From an optimization exercise on the open Yosys and OpenROAD flow, aimed at small area; shortcuts taken in it are not production practice. The RTL was checked by simulation tests, not by an equivalence proof against the original design.

==> trial 56: inputs <==
==> flow/design.v (excerpt) <==
module motion_overlay_chip (
    input  logic        clk,
    input  logic        reset,
    input  logic        pixel_de,
    input  logic [9:0]  pixel_x,
    input  logic [9:0]  pixel_y,
    input  logic        motion_flag,
    input  logic        shot_btn,
    input  logic [15:0] img_data,
    output logic [14:0] fb_addr,
    output logic [11:0] rgb
);
export LEC_CHECK = 0
export CAP_MARGIN = 20
export CORE_MARGIN = 2
export CORE_UTILIZATION = 40
export SLEW_MARGIN = 20
create_clock -name core_clock -period 100.0 [get_ports {clk}]
run.sh (not shown) runs the stock make flow with config.mk's settings and CLKGATE_MAP_FILE= SYNTH_SCRIPT=/design/flow/synth_recipe.tcl, a recipe that flattens the netlist after the stock synthesis.
==> build 51 (differences from trial 56) <==
==> flow/flow/run.sh (new file) <==
#!/bin/bash
# Standard layout, with plain buf_1 cells as the port buffers and a
# power-recovery (cell downsizing) pass after the placement resize step.
set -o pipefail
cp standard.sh flow/standard.sh.txt 2>/dev/null
export BUFFER_PORTS_ARGS="-buffer_cell sky130_fd_sc_hd__buf_1"
export POST_RESIZE_TCL="$PWD/flow/post_resize.tcl"
bash standard.sh > standard.log 2>&1
==> flow/flow/post_resize.tcl (new file) <==
# trade the spare setup slack for smaller cells
repair_timing -recover_power 100 -verbose
==> flow/flow/standard.sh.txt (new file) <==
#!/bin/bash
# The standard flow's own layout of this design, on the ORFS make targets given (by default finish). After
# finish it leaves the final layout's DEF at /design/flow/out/final.def.
set -euo pipefail
make -C /OpenROAD-flow-scripts/flow DESIGN_CONFIG=/design/flow/config.mk WORK_HOME=/design/flow/orfs CLKGATE_MAP_FILE= SYNTH_SCRIPT=/design/flow/synth_recipe.tcl ABC_AREA=1 CAP_MARGIN=20 CORE_MARGIN=2 CORE_UTILIZATION=40 CTS_BUF_LIST=sky130_fd_sc_hd__clkbuf_8 CTS_CLUSTER_DIAMETER=60 CTS_CLUSTER_SIZE=12 SLEW_MARGIN=20 "${@:-finish}"
if [[ -f /design/flow/orfs/results/sky130hd/motion_overlay_chip/base/6_final.odb ]]; then
  : # left out here: write the final layout as DEF
fi
==> flow/standard.sh (new file) <==
#!/bin/bash
# synth_recipe.tcl (not shown) runs the flow's synth.tcl, then flattens the netlist and writes it again
# the make line also repeats each setting of config.mk as NAME=value (left out here)
make -C /OpenROAD-flow-scripts/flow DESIGN_CONFIG=/design/flow/config.mk WORK_HOME=/design/flow/orfs CLKGATE_MAP_FILE= SYNTH_SCRIPT=/design/flow/synth_recipe.tcl "${@:-finish}"
ABC_AREA = 1   (was not set)
CTS_BUF_LIST = sky130_fd_sc_hd__clkbuf_8   (was not set)
CTS_CLUSTER_DIAMETER = 60   (was not set)
CTS_CLUSTER_SIZE = 12   (was not set)
removed: flow/run.sh
==> trial 66 (differences from trial 56) <==
--- a/flow/design.v
+++ b/flow/design.v
@@ -42,33 +42,16 @@
     logic [W:0] c;
     assign c[0] = 1'b1;
     for (genvar j = 0; j < W; j++) begin : g_bit
         assign d[j]   = a[j] ^ ~b[j] ^ c[j];
         assign c[j+1] = (a[j] & ~b[j]) | (a[j] & c[j]) | (~b[j] & c[j]);
     end
     assign nb = c[W];
 endmodule
-module rc_addc #(
-    parameter int W = 8
-) (
-    input  logic [W-1:0] a,
-    input  logic [W-1:0] b,
-    input  logic         ci,
-    output logic [W-1:0] s,
-    output logic         co
-);
-    logic [W:0] c;
-    assign c[0] = ci;
-    for (genvar j = 0; j < W; j++) begin : g_bit
-        assign s[j]   = a[j] ^ b[j] ^ c[j];
-        assign c[j+1] = (a[j] & b[j]) | (a[j] & c[j]) | (b[j] & c[j]);
-    end
-    assign co = c[W];
-endmodule
 module rc_add #(
     parameter int W  = 8,
     parameter int WB = 8
 ) (
     input  logic [W-1:0]  a,
     input  logic [WB-1:0] b,
     input  logic          ci,
     output logic [W-1:0]  s
@@ -88,143 +71,99 @@
 module centroid_tracker (
     input  logic       clk,
     input  logic       reset,
     input  logic       active,
     input  logic       frame_end,
     input  logic [9:0] px,
     input  logic [8:0] py,
     input  logic       motion_flag,
-    output logic [9:0] ncx,    
-    output logic [8:0] ncy,
+    output logic [9:0] cx,
+    output logic [8:0] cy,
     output logic       motion_valid
 );
     logic [18:0] count;
+    logic [27:0] sum_x;
+    logic [27:0] sum_y;
     logic        pend;
     logic        hit;
+    logic [9:0]  add_x;
+    logic [8:0]  add_y;
     logic [18:0] count_b;
+    logic [27:0] sum_y_b;
     logic [18:0] count_n;
-    logic        qr;
-    logic        at1023;
-    logic [19:0] ax, ay;
-    logic [9:0]  qx;
-    logic [8:0]  qy;
-    assign hit     = active & motion_flag;
+    logic [27:0] sum_x_n;
+    logic [27:0] sum_y_n;
+    logic [27:0] num;
+    logic [9:0]  quo;
+    assign hit   = active & motion_flag;
+    assign add_x = px & {10{hit}};
+    assign add_y = py & {9{hit}};
     assign count_b = count & {19{~pend}};
+    assign sum_y_b = sum_y & {28{~pend}};
     rc_add #(.W(19), .WB(1)) u_add_n (.a(count_b), .b(1'b0), .ci(hit), .s(count_n));
-    assign qr     = |count_b[18:10];
-    assign at1023 = &count_b[9:0] & ~qr;
+    rc_add #(.W(28), .WB(10)) u_add_x (.a(sum_x), .b(add_x), .ci(1'b0), .s(sum_x_n));
+    rc_add #(.W(28), .WB(9)) u_add_y (.a(sum_y_b), .b(add_y), .ci(1'b0), .s(sum_y_n));
     always_ff @(posedge clk or posedge reset) begin
-        if (reset)
-            pend <= 1'b1;
-        else
-            pend <= frame_end;
+        if (reset) begin
+            sum_x <= '0;
+            pend  <= 1'b1;
+        end else begin
+            sum_x <= sum_x_n & {28{~frame_end}};
+            pend  <= frame_end;
+        end
     end
     always_ff @(posedge clk) begin
+        sum_y <= sum_y_n;
         count <= count_n;
     end
-    mean_axis #(.XW(10)) u_mx (
-        .clk(clk), .pend(pend), .hit(hit), .x(px & {10{hit}}),
-        .count_n(count_n), .qr(qr), .conv(hit & at1023), .a(ax), .q(qx)
-    );
-    mean_axis #(.XW(9)) u_my (
-        .clk(clk), .pend(pend), .hit(hit), .x(py & {9{hit}}),
-        .count_n(count_n), .qr(qr), .conv(hit & at1023), .a(ay), .q(qy)
-    );
-    logic        qr_f;
-    logic [19:0] num;
-    logic [9:0]  quo;
-    logic [9:0]  cx_f;
-    logic [8:0]  cy_f;
-    assign qr_f = |count[18:10];
-    assign num  = pend ? ay : ax;
-    small_div u_div (.num(num), .den(count[9:0]), .quo(quo));
-    assign cx_f = qr_f ? qx : quo;
-    assign cy_f = qr_f ? qy : quo[8:0];
-    logic [8:0] ncy_q;
+    assign num = pend ? sum_y : sum_x;
+    centroid_div u_div (.num(num), .den(count), .quo(quo));
+    logic [8:0] cy_q;
     always_ff @(posedge clk) begin
-        if (frame_end) ncx <= ~cx_f;
-        if (pend) ncy_q <= ~cy_f;
+        if (frame_end) cx <= quo;
+        if (pend) cy_q <= quo[8:0];
     end
-    assign ncy = pend ? ~cy_f : ncy_q;
+    assign cy = pend ? quo[8:0] : cy_q;
     always_ff @(posedge clk or posedge reset) begin
         if (reset)
             motion_valid <= 1'b0;
         else if (frame_end)
             motion_valid <= |count_b;
     end
 endmodule
-module mean_axis #(
-    parameter int XW = 10
-) (
-    input  logic          clk,
-    input  logic          pend,
-    input  logic          hit,
-    input  logic [XW-1:0] x,         
-    input  logic [18:0]   count_n,   
-    input  logic          qr,        
-    input  logic          conv,      
-    output logic [19:0]   a,
-    output logic [XW-1:0] q
-);
-    logic [19:0]   a_b;
-    logic [XW-1:0] q_b;
-    logic [XW:0]   d;
-    logic [19:0]   t;
-    logic [19:0]   u;
-    logic          sgn;
-    logic          dec, inc;
-    logic [XW-1:0] q_pm;
-    logic [19:0]   a_n;
-    logic [XW-1:0] q_n;
-    assign a_b = a & {20{~pend}};
-    assign q_b = q & {XW{~pend}};
-    rc_addc #(.W(XW+1)) u_d (.a({1'b0, x}), .b(~{1'b0, q_b & {XW{hit}}}), .ci(1'b1), .s(d), .co());
-    rc_addc #(.W(20)) u_t (.a(a_b), .b({{(19-XW){d[XW]}}, d}), .ci(1'b0), .s(t), .co());
-    assign sgn = t[19];
-    rc_addc #(.W(20)) u_u (.a(t), .b({1'b0, count_n} ^ {20{~sgn}}), .ci(~sgn), .s(u), .co());
-    assign dec = qr & sgn;
-    assign inc = qr & ~sgn & ~u[19];
-    rc_addc #(.W(XW)) u_q (.a(q_b), .b({XW{dec}}), .ci(inc), .s(q_pm), .co());
-    assign a_n = conv ? {10'd0, t[9:0]} : ((dec | inc) ? u : t);
-    assign q_n = q_pm | (t[XW+9:10] & {XW{conv}});
-    always_ff @(posedge clk) begin
-        a <= a_n;
-        q <= q_n;
-    end
-endmodule
-module small_div (
-    input  logic [19:0] num,
-    input  logic [9:0]  den,
+module centroid_div (
+    input  logic [27:0] num,
+    input  logic [18:0] den,
     output logic [9:0]  quo
 );
-    logic [19:0] rem [11];
-    assign rem[10] = num;
+    logic [47:0] rem [11];
+    assign rem[10] = 48'(num);
     for (genvar i = 9; i >= 0; i--) begin : g_stage
-        logic [10:0] part;
-        logic [10:0] diff;
+        logic [19:0] part;
+        logic [19:0] diff;
         logic        ge;
-        assign part = rem[i+1][i+10:i];
-        rc_addc #(.W(11)) u_sub (.a(part), .b(~{1'b0, den}), .ci(1'b1), .s(diff), .co(ge));
+        assign part = rem[i+1][i+19:i];
+        rc_sub #(.W(20)) u_sub (.a(part), .b({1'b0, den}), .d(diff), .nb(ge));
         assign quo[i] = ge;
         always_comb begin
             rem[i] = rem[i+1];
-            if (ge) rem[i][i+10:i] = diff;
+            if (ge) rem[i][i+19:i] = diff;
         end
     end
 endmodule
 `timescale 1ns/10ps
 module shot_recorder #(
     parameter int SHOT_DEPTH = 6
 ) (
     input  logic                    clk,
     input  logic                    reset,
     input  logic                    shot_btn,
-    input  logic [9:0]              ncx,
-    input  logic [8:0]              ncy,
+    input  logic [9:0]              cx,
+    input  logic [8:0]              cy,
     input  logic                    motion_valid,
     output logic [SHOT_DEPTH-1:0]   sv,
     output logic [SHOT_DEPTH*10-1:0] sx,
     output logic [SHOT_DEPTH*9-1:0]  sy
 );
     logic btn_meta;
     logic btn_sync;
     logic record;
@@ -241,35 +180,35 @@
     always_ff @(posedge clk or posedge reset) begin
         if (reset)
             sv <= '0;
         else if (record)
             sv <= {sv[SHOT_DEPTH-2:0], 1'b1};
     end
     always_ff @(posedge clk) begin
         if (record) begin
-            sx <= {sx[(SHOT_DEPTH-1)*10-1:0], ncx};
-            sy <= {sy[(SHOT_DEPTH-1)*9-1:0], ncy};
+            sx <= {sx[(SHOT_DEPTH-1)*10-1:0], cx};
+            sy <= {sy[(SHOT_DEPTH-1)*9-1:0], cy};
         end
     end
 endmodule
 `timescale 1ns/10ps
 module overlay_mixer #(
     parameter int SHOT_DEPTH = 6
 ) (
     input  logic                     active,
     input  logic [9:0]               px,
     input  logic [9:0]               py,
     input  logic                     motion_flag,
     input  logic [15:0]              img_data,
-    input  logic [9:0]               ncx,    
-    input  logic [8:0]               ncy,
+    input  logic [9:0]               cx,
+    input  logic [8:0]               cy,
     input  logic                     motion_valid,
     input  logic [SHOT_DEPTH-1:0]    sv,
-    input  logic [SHOT_DEPTH*10-1:0] sx,     
+    input  logic [SHOT_DEPTH*10-1:0] sx,
     input  logic [SHOT_DEPTH*9-1:0]  sy,
     output logic [14:0]              fb_addr,
     output logic [11:0]              rgb
 );
     logic [9:0] px16, px32;
     logic [8:0] py16, py32;
     rc_add #(.W(6), .WB(1)) u_px16 (.a(px[9:4]), .b(1'b1), .ci(1'b0), .s(px16[9:4]));
     rc_add #(.W(5), .WB(1)) u_px32 (.a(px[9:5]), .b(1'b1), .ci(1'b0), .s(px32[9:5]));
@@ -281,25 +220,25 @@
     assign py32[4:0] = py[4:0];
     logic [9:0] fb_a, fb_hi;
     rc_add #(.W(10), .WB(9)) u_fb0 (.a({1'b0, py[8:2], 2'b00}), .b({2'b00, py[8:2]}), .ci(1'b0), .s(fb_a));
     rc_add #(.W(10), .WB(3)) u_fb1 (.a(fb_a), .b(px[9:7]), .ci(1'b0), .s(fb_hi));
     assign fb_addr = {fb_hi, px[6:2]} & {15{active}};
     logic [9:0] rtx;
     logic [8:0] rty;
     logic       on_reticle;
-    rc_addc #(.W(10)) u_rx (.a(px32), .b(ncx), .ci(1'b1), .s(rtx), .co());
-    rc_addc #(.W(9))  u_ry (.a(py32), .b(ncy), .ci(1'b1), .s(rty), .co());
+    rc_sub #(.W(10)) u_rx (.a(px32), .b(cx), .d(rtx), .nb());
+    rc_sub #(.W(9))  u_ry (.a(py32), .b(cy), .d(rty), .nb());
     assign on_reticle = motion_valid && rtx[9:6] == 4'd0 && rty[8:6] == 3'd0 && reticle_fn(rtx[5:0], rty[5:0]);
     logic [SHOT_DEPTH-1:0] shot_hit;
     for (genvar i = 0; i < SHOT_DEPTH; i++) begin : g_shot
         logic [9:0] tx;
         logic [8:0] ty;
-        rc_addc #(.W(10)) u_sx (.a(px16), .b(sx[i*10 +: 10]), .ci(1'b1), .s(tx), .co());
-        rc_addc #(.W(9))  u_sy (.a(py16), .b(sy[i*9 +: 9]), .ci(1'b1), .s(ty), .co());
+        rc_sub #(.W(10)) u_sx (.a(px16), .b(sx[i*10 +: 10]), .d(tx), .nb());
+        rc_sub #(.W(9))  u_sy (.a(py16), .b(sy[i*9 +: 9]), .d(ty), .nb());
         assign shot_hit[i] = sv[i] && tx[9:5] == 5'd0 && ty[8:5] == 4'd0 && disc_fn(tx[4:0], ty[4:0]);
     end
     always_comb begin
         rgb = 12'h000;
         if (active) begin
             if (on_reticle)
                 rgb = 12'hf00;
             else if (|shot_hit)
@@ -331,56 +270,56 @@
     input  logic                         motion_flag,
     input  logic                         shot_btn,
     input  motion_overlay_pkg::rgb565_t  img_data,
     output motion_overlay_pkg::fb_addr_t fb_addr,
     output motion_overlay_pkg::rgb444_t  rgb
 );
     logic                    active;
     logic                    frame_end;
-    logic [9:0]              ncx;
-    logic [8:0]              ncy;
+    logic [9:0]              cx;
+    logic [8:0]              cy;
     logic                    motion_valid;
     logic [SHOT_DEPTH-1:0]   sv;
     logic [SHOT_DEPTH*10-1:0] sx;
     logic [SHOT_DEPTH*9-1:0]  sy;
     assign active = pixel.de && !(pixel.x[9] && (pixel.x[8] || pixel.x[7])) &&
                     !pixel.y[9] && !(&pixel.y[8:5]);
     assign frame_end = (pixel.x == 10'd640) && (pixel.y == 10'd480);
     centroid_tracker u_tracker (
         .clk         (clk),
         .reset       (reset),
         .active      (active),
         .frame_end   (frame_end),
         .px          (pixel.x),
         .py          (pixel.y[8:0]),
         .motion_flag (motion_flag),
-        .ncx         (ncx),
-        .ncy         (ncy),
+        .cx          (cx),
+        .cy          (cy),
         .motion_valid(motion_valid)
     );
     shot_recorder #(.SHOT_DEPTH(SHOT_DEPTH)) u_shots (
         .clk         (clk),
         .reset       (reset),
         .shot_btn    (shot_btn),
-        .ncx         (ncx),
-        .ncy         (ncy),
+        .cx          (cx),
+        .cy          (cy),
         .motion_valid(motion_valid),
         .sv          (sv),
         .sx          (sx),
         .sy          (sy)
     );
     overlay_mixer #(.SHOT_DEPTH(SHOT_DEPTH)) u_mixer (
         .active      (active),
         .px          (pixel.x),
         .py          (pixel.y),
         .motion_flag (motion_flag),
         .img_data    (img_data),
-        .ncx         (ncx),
-        .ncy         (ncy),
+        .cx          (cx),
+        .cy          (cy),
         .motion_valid(motion_valid),
         .sv          (sv),
         .sx          (sx),
         .sy          (sy),
         .fb_addr     (fb_addr),
         .rgb         (rgb)
     );
 endmodule
==> summary.txt <==
- The highest wire length belongs to trial 56, the lowest to build 51.
- Non-clock buffer count, lowest first: trial 56, build 51, trial 66.
- First-iteration DRC count: trial 56 > trial 66 > build 51.
- Cell count, lowest first: trial 56, trial 66, build 51.
- The highest synthesized cell count belongs to build 51, the lowest to trial 66.
- Of trial 66 and trial 56, trial 56 has the higher sequential cell count (gap 3).
- Count of clock-buffer cells in the layout: trial 56 > trial 66 > build 51.

-- port drivers added, routing unchanged --
No port has a modelled driver above. Below, the same layouts with a new extraction and two added sets of constraints. Step 1 assumes that a clkbuf_16 drives the clock port and a buf_2 every other input. Step 2, shift: input delay + t, output delay - t, t = (earliest + latest rising clock arrival at the registers) / 2. This alone moves slack from input paths to output paths. a / b / c = ideal / step 1 / step 2; a / b = the first two.
run	shift t [ns]	setup slack, ns	worst hold slack (ns)	latest minus earliest clock arrival (ns)
trial 56	0.602	28.317 / 28.263 / 28.865	0.383 / 0.383 / 0.383	0.020 / 0.020
build 51	0.633	30.491 / 30.438 / 31.071	0.387 / 0.387 / 0.387	0.024 / 0.024
trial 66	0.595	3.084 / 3.033 / 3.628	0.389 / 0.389 / 0.389	0.015 / 0.014
After both steps every run listed still meets setup and hold.
